Source: an optimization exercise on an open RTL-to-GDS flow (aim: small area and a short achievable clock period). Production flows keep margins and buffers that such runs may drop. At most, simulation tests tie the RTL to the original design; equivalence was not proved. Power figures rest on the tool's default switching activity, not on a simulated workload.

==> inputs of trial 5 <==
## rpn_cpu_core
module rpn_cpu_core #(
    parameter int DATA_W      = 8,
    parameter int NREG        = 32,
    parameter int ADDR_W      = 8,
    parameter int STACK_DEPTH = 4
) (
    input  logic                            clk,
    input  logic                            reset,
    input  logic                            step,
    input  logic [3:0]                      evt,
    input  logic [DATA_W-1:0]               din,
    input  logic [11+2*DATA_W+ADDR_W-1:0]   instr,
    output logic [ADDR_W-1:0]               ip,
    output logic [DATA_W-1:0]               dout,
    output logic [DATA_W-1:0]               gpo,
    output logic [DATA_W-1:0]               flags
);
Settings: LEC_CHECK=0, CAP_MARGIN=20, CELL_PAD_IN_SITES_DETAIL_PLACEMENT=1, CORE_MARGIN=2, CORE_UTILIZATION=35, CTS_BUF_LIST=sky130_fd_sc_hd__clkbuf_8, PLACE_DENSITY=0.5, SETUP_SLACK_MARGIN=3.0, SLEW_MARGIN=20; clock period 13.0 ns.
standard.sh (not shown) runs the stock make flow with config.mk's settings and CLKGATE_MAP_FILE= SYNTH_SCRIPT=/design/flow/synth_recipe.tcl, a recipe that flattens the netlist after the stock synthesis.
==> flow/flow/run.sh <==
#!/bin/bash
# Standard ORFS layout, except that:
# - each register-file read port (modules rpn_rdport, rpn_rdsel, rpn_rdsel2) is synthesised
#   from a hand-mapped cell netlist (flow/rdport_map.v: a one-hot AND-OR of a222oi cells)
#   instead of Yosys/ABC's mapping; all registers and the rest of the design go through the
#   standard synthesis unchanged;
# - the port buffers are buf_1 cells (resized later where timing needs it).
set -euo pipefail
python3 flow/subst.py design.v flow/rdport_map.v design_mapped.v > subst.log 2>&1
bash standard.sh VERILOG_FILES="$PWD/design_mapped.v" \
    "BUFFER_PORTS_ARGS=-buffer_cell sky130_fd_sc_hd__buf_1" finish > standard.log 2>&1
Other scripts of this flow, unchanged in this note and not shown: flow/flow/rdport_map.v, flow/flow/subst.py
==> inputs of trial 63, as changes to trial 5 <==
- CTS_CLUSTER_DIAMETER: default -> 80
- CTS_CLUSTER_SIZE: default -> 16
- SETUP_SLACK_MARGIN: 3.0 -> 2.5
==> inputs of trial 89, as changes to trial 5 <==
- CTS_CLUSTER_DIAMETER: default -> 80
- CTS_CLUSTER_SIZE: default -> 16
- SETUP_SLACK_MARGIN: 3.0 -> 2.0
==> inputs of trial 4, as changes to trial 5 <==
==> flow/flow/run.sh (replaced) <==
#!/bin/bash
# Standard ORFS layout, except that each register-file read port (module rpn_rdport) is
# synthesised from a hand-mapped cell netlist (flow/rdport_map.v, a one-hot AND-OR of a222oi
# cells) instead of Yosys/ABC's mapping. All registers and the rest of the design go through
# the standard synthesis unchanged.
set -euo pipefail
python3 flow/subst.py design.v flow/rdport_map.v design_mapped.v > subst.log 2>&1
bash standard.sh VERILOG_FILES="$PWD/design_mapped.v" finish > standard.log 2>&1
- CELL_PAD_IN_SITES_DETAIL_PLACEMENT: 1 -> default
- CORE_UTILIZATION: 35 -> 45
- CTS_BUF_LIST: sky130_fd_sc_hd__clkbuf_8 -> default
- PLACE_DENSITY: 0.5 -> default
- SETUP_SLACK_MARGIN: 3.0 -> 2.5
==> notes.md <==
Non-clock buffer count, lowest first: trial 89, trial 63, trial 4, trial 5. Against trial 4, the die area of trial 63 is higher by 28%. Clock skew, highest first: trial 5, trial 4, trial 63, trial 89. Register-to-register slack, highest first: trial 5, trial 4, trial 63, trial 89. Critical path depth is the same in trial 63 and trial 89. The highest worst hold slack belongs to trial 89, the lowest to trial 4. The lowest final cell count belongs to trial 4, the highest to trial 5. Sequential power is about the same in trial 63 and trial 89. Combinational power: trial 89 is smaller than trial 4 (about 3%).


==> inputs of run C <==
Starting RTL as in the previous note.
==> flow/config.mk <==
export PLATFORM = sky130hd
export DESIGN_NAME = rpn_cpu_core
export DESIGN_NICKNAME = rpn_cpu_core
export VERILOG_FILES = /design/flow/design.v
export SDC_FILE = /design/flow/constraint.sdc
export NUM_CORES = 4
export LEC_CHECK = 0
export CAP_MARGIN = 20
export CELL_PAD_IN_SITES_DETAIL_PLACEMENT = 1
export CORE_MARGIN = 2
export CORE_UTILIZATION = 35
export CTS_BUF_LIST = sky130_fd_sc_hd__clkbuf_8
export PLACE_DENSITY = 0.5
export SETUP_SLACK_MARGIN = 3.5
export SLEW_MARGIN = 20
==> flow/constraint.sdc <==
create_clock -name core_clock -period 13.0 [get_ports {clk}]
set_input_delay 2.6000 -clock core_clock [delete_from_list [all_inputs] [get_ports {clk}]]
set_output_delay 2.6000 -clock core_clock [all_outputs]
set_load 0.01 [all_outputs]
==> flow/flow/run.sh <==
#!/bin/bash
# Standard ORFS layout, except that:
# - each register-file read port (modules rpn_rdport, rpn_rdsel, rpn_rdsel2) is synthesised
#   from a hand-mapped cell netlist (printed by flow/rdgen.py: a one-hot AND-OR of a22oi
#   cells) instead of Yosys/ABC's mapping; all registers and the rest of the design go
#   through the standard synthesis unchanged;
# - the port buffers are buf_1 cells (resized later where timing needs it).
set -euo pipefail
python3 flow/rdgen.py > rdport_map.v 2> rdgen.log
python3 flow/subst.py design.v rdport_map.v design_mapped.v > subst.log 2>&1
bash standard.sh VERILOG_FILES="$PWD/design_mapped.v" \
    "BUFFER_PORTS_ARGS=-buffer_cell sky130_fd_sc_hd__buf_1" finish > standard.log 2>&1
Other scripts of this flow, unchanged in this note and not shown: flow/flow/rdgen.py, flow/flow/subst.py
==> inputs of run Y, as changes to run C <==
Settings changed: SETUP_SLACK_MARGIN 3.5 to 2.5.
==> impl_metrics.ini <==
[worst_hold_path]
whs_path_depth = 3
hold_path_end = sp_q[2]$_SDFFE_PP0P_

[cells_and_area]
final_area_um2 = 25200
multi_input_area_um2 = 12300
layout_common_cells = 509 x a22oi_1, 281 x edfxtp_1, 139 x nand4_1
fillCellCount = 6315
clk_share_pct = 4.21
multi_input_area_share_pct = 48.9

[worst_setup_path]
reg2reg_from = rf_q[180]$_DFFE_PP_
critPathMaxStageDelay_ns = 0.56

[power_and_ir_drop]
total_power_uw = 3800
comb_power_share_pct = 39.7

[status]
outcome = no timing/DRC/antenna violations

[timing]
tightest_slew_ns = 1.21

[global_route]
use_met3_pct = 6.15
[end of results for run C]
==> impl_metrics.ini <==
[cells_and_area]
multi_input_area_um2 = 11100
clk_share_pct = 4.60
multi_input_area_share_pct = 48.3
final_area_um2 = 23000

[yosys]
synth_ff_type = edfxtp_1
synthesis.area_um2 = 19900

[worst_hold_path]
hold_path_end = sp_q[1]$_SDFFE_PP0P_
whs_path_depth = 2

[worst_setup_path]
reg2reg_from = rf_q[178]$_DFFE_PP_
critPathMaxStageDelay_ns = 0.83

[route]
wire_per_inst_um = 34.2

[global_route]
use_met3_pct = 5.61

[status]
outcome = no timing/DRC/antenna violations

[power_and_ir_drop]
total_power_uw = 3640

[timing]
tightest_slew_ns = 1.14
[end of results for run Y]


==> garnet: inputs <==
Another version of the RTL of rpn_cpu_core (not shown whole).
Design rpn_cpu_core, start of the top module:
module rpn_cpu_core #(
    parameter int DATA_W      = 8,
    parameter int NREG        = 32,
    parameter int ADDR_W      = 8,
    parameter int STACK_DEPTH = 4
) (
    input  logic                            clk,
    input  logic                            reset,
    input  logic                            step,
    input  logic [3:0]                      evt,
    input  logic [DATA_W-1:0]               din,
    input  logic [11+2*DATA_W+ADDR_W-1:0]   instr,
    output logic [ADDR_W-1:0]               ip,
    output logic [DATA_W-1:0]               dout,
    output logic [DATA_W-1:0]               gpo,
    output logic [DATA_W-1:0]               flags
);
    logic [7:0] regs_q [32];
    logic [255:0] rf_q;
    for (genvar i = 0; i < 32; i++) begin : g_unpack
        assign regs_q[i] = rf_q[8*i +: 8];
    end
    logic [7:0] stack_q [4];
    logic [7:0] ip_q;
    logic [2:0] sp_q;
    logic [3:0] grp;
    logic [2:0] cmd;
    logic [1:0] t1, t2;
    logic [7:0] a1, a2, addr;
    assign {grp, cmd, t1, a1, t2, a2, addr} = instr;
    logic [7:0] r1_dir, r1_ind, r2_dir, r2_ind, num1, num2, acc;
    logic [4:0] loc1, loc2;
    assign r1_dir = regs_q[a1[4:0]];
    assign r1_ind = regs_q[r1_dir[4:0]];
    assign r2_dir = regs_q[a2[4:0]];
    assign r2_ind = regs_q[r2_dir[4:0]];
    assign acc  = t1[0] ? (t1[1] ? regs_q[0] : r1_dir) : (t1[1] ? r1_ind : regs_q[0]);
    assign num1 = (t1 == 2'd1) ? r1_dir : (t1 == 2'd2) ? r1_ind : a1;
    assign num2 = (t2 == 2'd1) ? r2_dir : (t2 == 2'd2) ? r2_ind : a2;
    assign loc1 = (t1 == 2'd1) ? a1[4:0] : (t1 == 2'd2) ? r1_dir[4:0] : 5'd0;
    assign loc2 = (t2 == 2'd1) ? a2[4:0] : (t2 == 2'd2) ? r2_dir[4:0] : 5'd0;
    logic [8:0]  usum;
    logic        sad_ovf, umul_ovf, smul_ok, ovf, mc8;
    logic [15:0] mx, my;
    logic [7:0]  mz, prod, mhx, mhy, zeq;
    assign usum    = {1'b0, acc} + {1'b0, num2};
    assign sad_ovf = (acc[7] == num2[7]) & (usum[7] != acc[7]);
    rpn_mul8 u_mul (.a(acc), .b(num2), .s(cmd[0]), .x(mx), .y(my));
  ...
clock: 13.0 ns
lec_check: 0
cap_margin: 20
core_margin: 2
core_utilization: 45
setup_slack_margin: 2.5
slew_margin: 20
run.sh (not shown) runs the stock make flow with config.mk's settings and CLKGATE_MAP_FILE= SYNTH_SCRIPT=/design/flow/synth_recipe.tcl, a recipe that flattens the netlist after the stock synthesis.
Stock flow here: none of the scripts above is used.
==> zinc: changes against garnet <==
--- a/flow/design.v
+++ b/flow/design.v
@@ -54,15 +54,16 @@
     assign zeq[0]    = (mhx[0] ^ mhy[0]) == mc8;
     for (genvar i = 1; i < 8; i++) begin : g_zeq
         assign zeq[i] = (mhx[i] ^ mhy[i]) == (mhx[i-1] | mhy[i-1]);
     end
     assign smul_ok   = &zeq;
-    assign ovf       = cmd[0] ? sad_ovf : usum[8];
+    assign ovf       = cmd[1] ? (cmd[0] ? ~smul_ok : umul_ovf) : (cmd[0] ? sad_ovf : usum[8]);
     logic [7:0] alu, shf, wd;
     always_comb begin
         case (cmd)
             3'd0, 3'd1: alu = usum[7:0];
+            3'd2, 3'd3: alu = prod;
             3'd4:       alu = acc & num2;
             3'd5:       alu = acc | num2;
             default:    alu = acc ^ num2;
         endcase
         case (cmd)
@@ -97,16 +98,12 @@
     logic       we;
     logic [4:0] wa;
     logic [7:0] wdr;
     assign we  = g1 | (g3 & (cmd != 3'd7));
     assign wa  = grp[1] ? loc1 : loc2;
-    logic       mulsel;
-    logic [7:0] wdo;
-    assign mulsel = grp[1] & (cmd[2:1] == 2'b01);
-    assign wd     = mulsel ? prod : grp[1] ? alu : shf;
-    assign wdo    = reset ? 8'd0 : grp[1] ? alu : shf;
-    assign wdr    = (mulsel & ~reset) ? prod : wdo;
+    assign wd  = grp[1] ? alu : shf;
+    assign wdr = reset ? 8'd0 : wd;
     logic [31:0] wen;
     assign wen = {32{reset}} | ({31'd0, we} << wa);
     logic       push_ok, pop_ok, stkerr;
     logic [7:0] fl_d;
     logic [7:0] cmd_mask;
@@ -115,17 +112,16 @@
     assign stkerr   = g5 & ((cmd == 3'd0 & ~push_ok) | (cmd == 3'd1 & ~pop_ok));
     assign cmd_mask = 8'd1 << cmd;
     always_comb begin
         fl_d = (we & (wa == 5'd31)) ? wd : regs_q[31];
         if (g4) fl_d = regs_q[31] & ~cmd_mask;
-        if (g3 & ~cmd[2] & ~cmd[1]) fl_d[4] = ovf;
+        if (g3 & ~cmd[2]) fl_d[4] = ovf;
         if (g1 & (cmd == 3'd1)) fl_d[5] = num1[7];
         if (g1 & (cmd == 3'd2)) fl_d[5] = num1[0];
         if (stkerr) fl_d[6] = 1'b1;
         fl_d[3:0] = fl_d[3:0] | evt;
         if (reset) fl_d = 8'd0;
-        if (g3 & ~cmd[2] & cmd[1] & ~reset) fl_d[4] = cmd[0] ? ~smul_ok : umul_ovf;
     end
     for (genvar i = 0; i < 31; i++) begin : g_reg
         if (i == 28) begin : g_din
             always_ff @(posedge clk) begin
                 if (reset | evt[3]) rf_q[8*i +: 8] <= reset ? 8'd0 : din;
--- a/flow/config.mk
+++ b/flow/config.mk
@@ -6,7 +6,7 @@
 export NUM_CORES = 4
 export LEC_CHECK = 0
 export CAP_MARGIN = 20
 export CORE_MARGIN = 2
 export CORE_UTILIZATION = 45
-export SETUP_SLACK_MARGIN = 2.5
+export SETUP_SLACK_MARGIN = 3.5
 export SLEW_MARGIN = 20
==> comparison table <==
item	garnet	zinc
Initial Util	0.457	0.454
Horizontal extent of the die	236 um	236 um
H-tree level count	1	2
Number of cells produced by synthesis	2,543	2,580
Placed inst area	26,300 um2	26,900 um2
Post-Synth Simple-Gate Area	0.214	0.206
Sequential-to-total area share from yosys stat	0.364	0.361
Adder-Cell Fraction of Synth Area	0.0578	0.0566
Xor/xnor cell area share of the yosys netlist	0.0164	0.0176
Post-synthesis mux area share	0.0733	0.0573
Area fraction in compound gates after synthesis	0.218	0.243
Worst setup slack after placement	1.13 ns	0.0897 ns
Outcome	complete, no violations	did not finish
Stage where the flow stopped	-	5_1_grt
Count of placed standard cells including taps	3,293	3,351
Number of clock buffers inserted by TritonCTS	29	36
Number of distinct standard cells referenced by the synthesized netlist	114	106
Placed wire-length estimate	123,000 um	130,000 um
Setup Buffers After CTS	9	239
Summed instance area of the synthesized netlist	24,200 um2	24,300 um2
Row Count	84	85
Only the layout flow was run in zinc; the RTL was not checked for function there.

==> separate check: timing with driven ports <==
The flow's constraints put no driver on any port. The routed layouts listed below were extracted and timed again, unchanged, in two steps.
Step 1 assumes that a clkbuf_16 drives the clock port and a buf_2 every other input.
Step 2 also shifts input and output timing later by t, the mid clock arrival at the registers, as if the neighbouring blocks saw the same clock.
a / b / c = ideal ports / drivers / drivers and shift; a / b = the first two.
run | t (ns) | setup slack, ns | latest minus earliest clock arrival (ns) | pins driven straight from the clock port
trial 5 | 0.706 | 2.788 / 2.735 / 2.029 | 0.037 / 0.037 | 1
trial 63 | 0.714 | 2.346 / 2.315 / 1.601 | 0.027 / 0.027 | 1
trial 89 | 0.714 | 1.858 / 1.792 / 1.077 | 0.022 / 0.023 | 1
trial 4 | 0.611 | 2.400 / 2.435 / 1.824 | 0.026 / 0.027 | 1
run C | 0.705 | 3.512 / 3.463 / 2.759 | 0.065 / 0.065 | 1
run Y | 0.700 | 2.465 / 2.495 / 1.796 | 0.057 / 0.057 | 1
garnet | 0.648 | 2.262 / 2.296 / 1.648 | 0.046 / 0.046 | 1
After both steps setup and hold are still met in every run listed. The setup slack of trial 89, which loses most, moves by -0.066 ns with the drivers and by -0.781 ns with both steps.
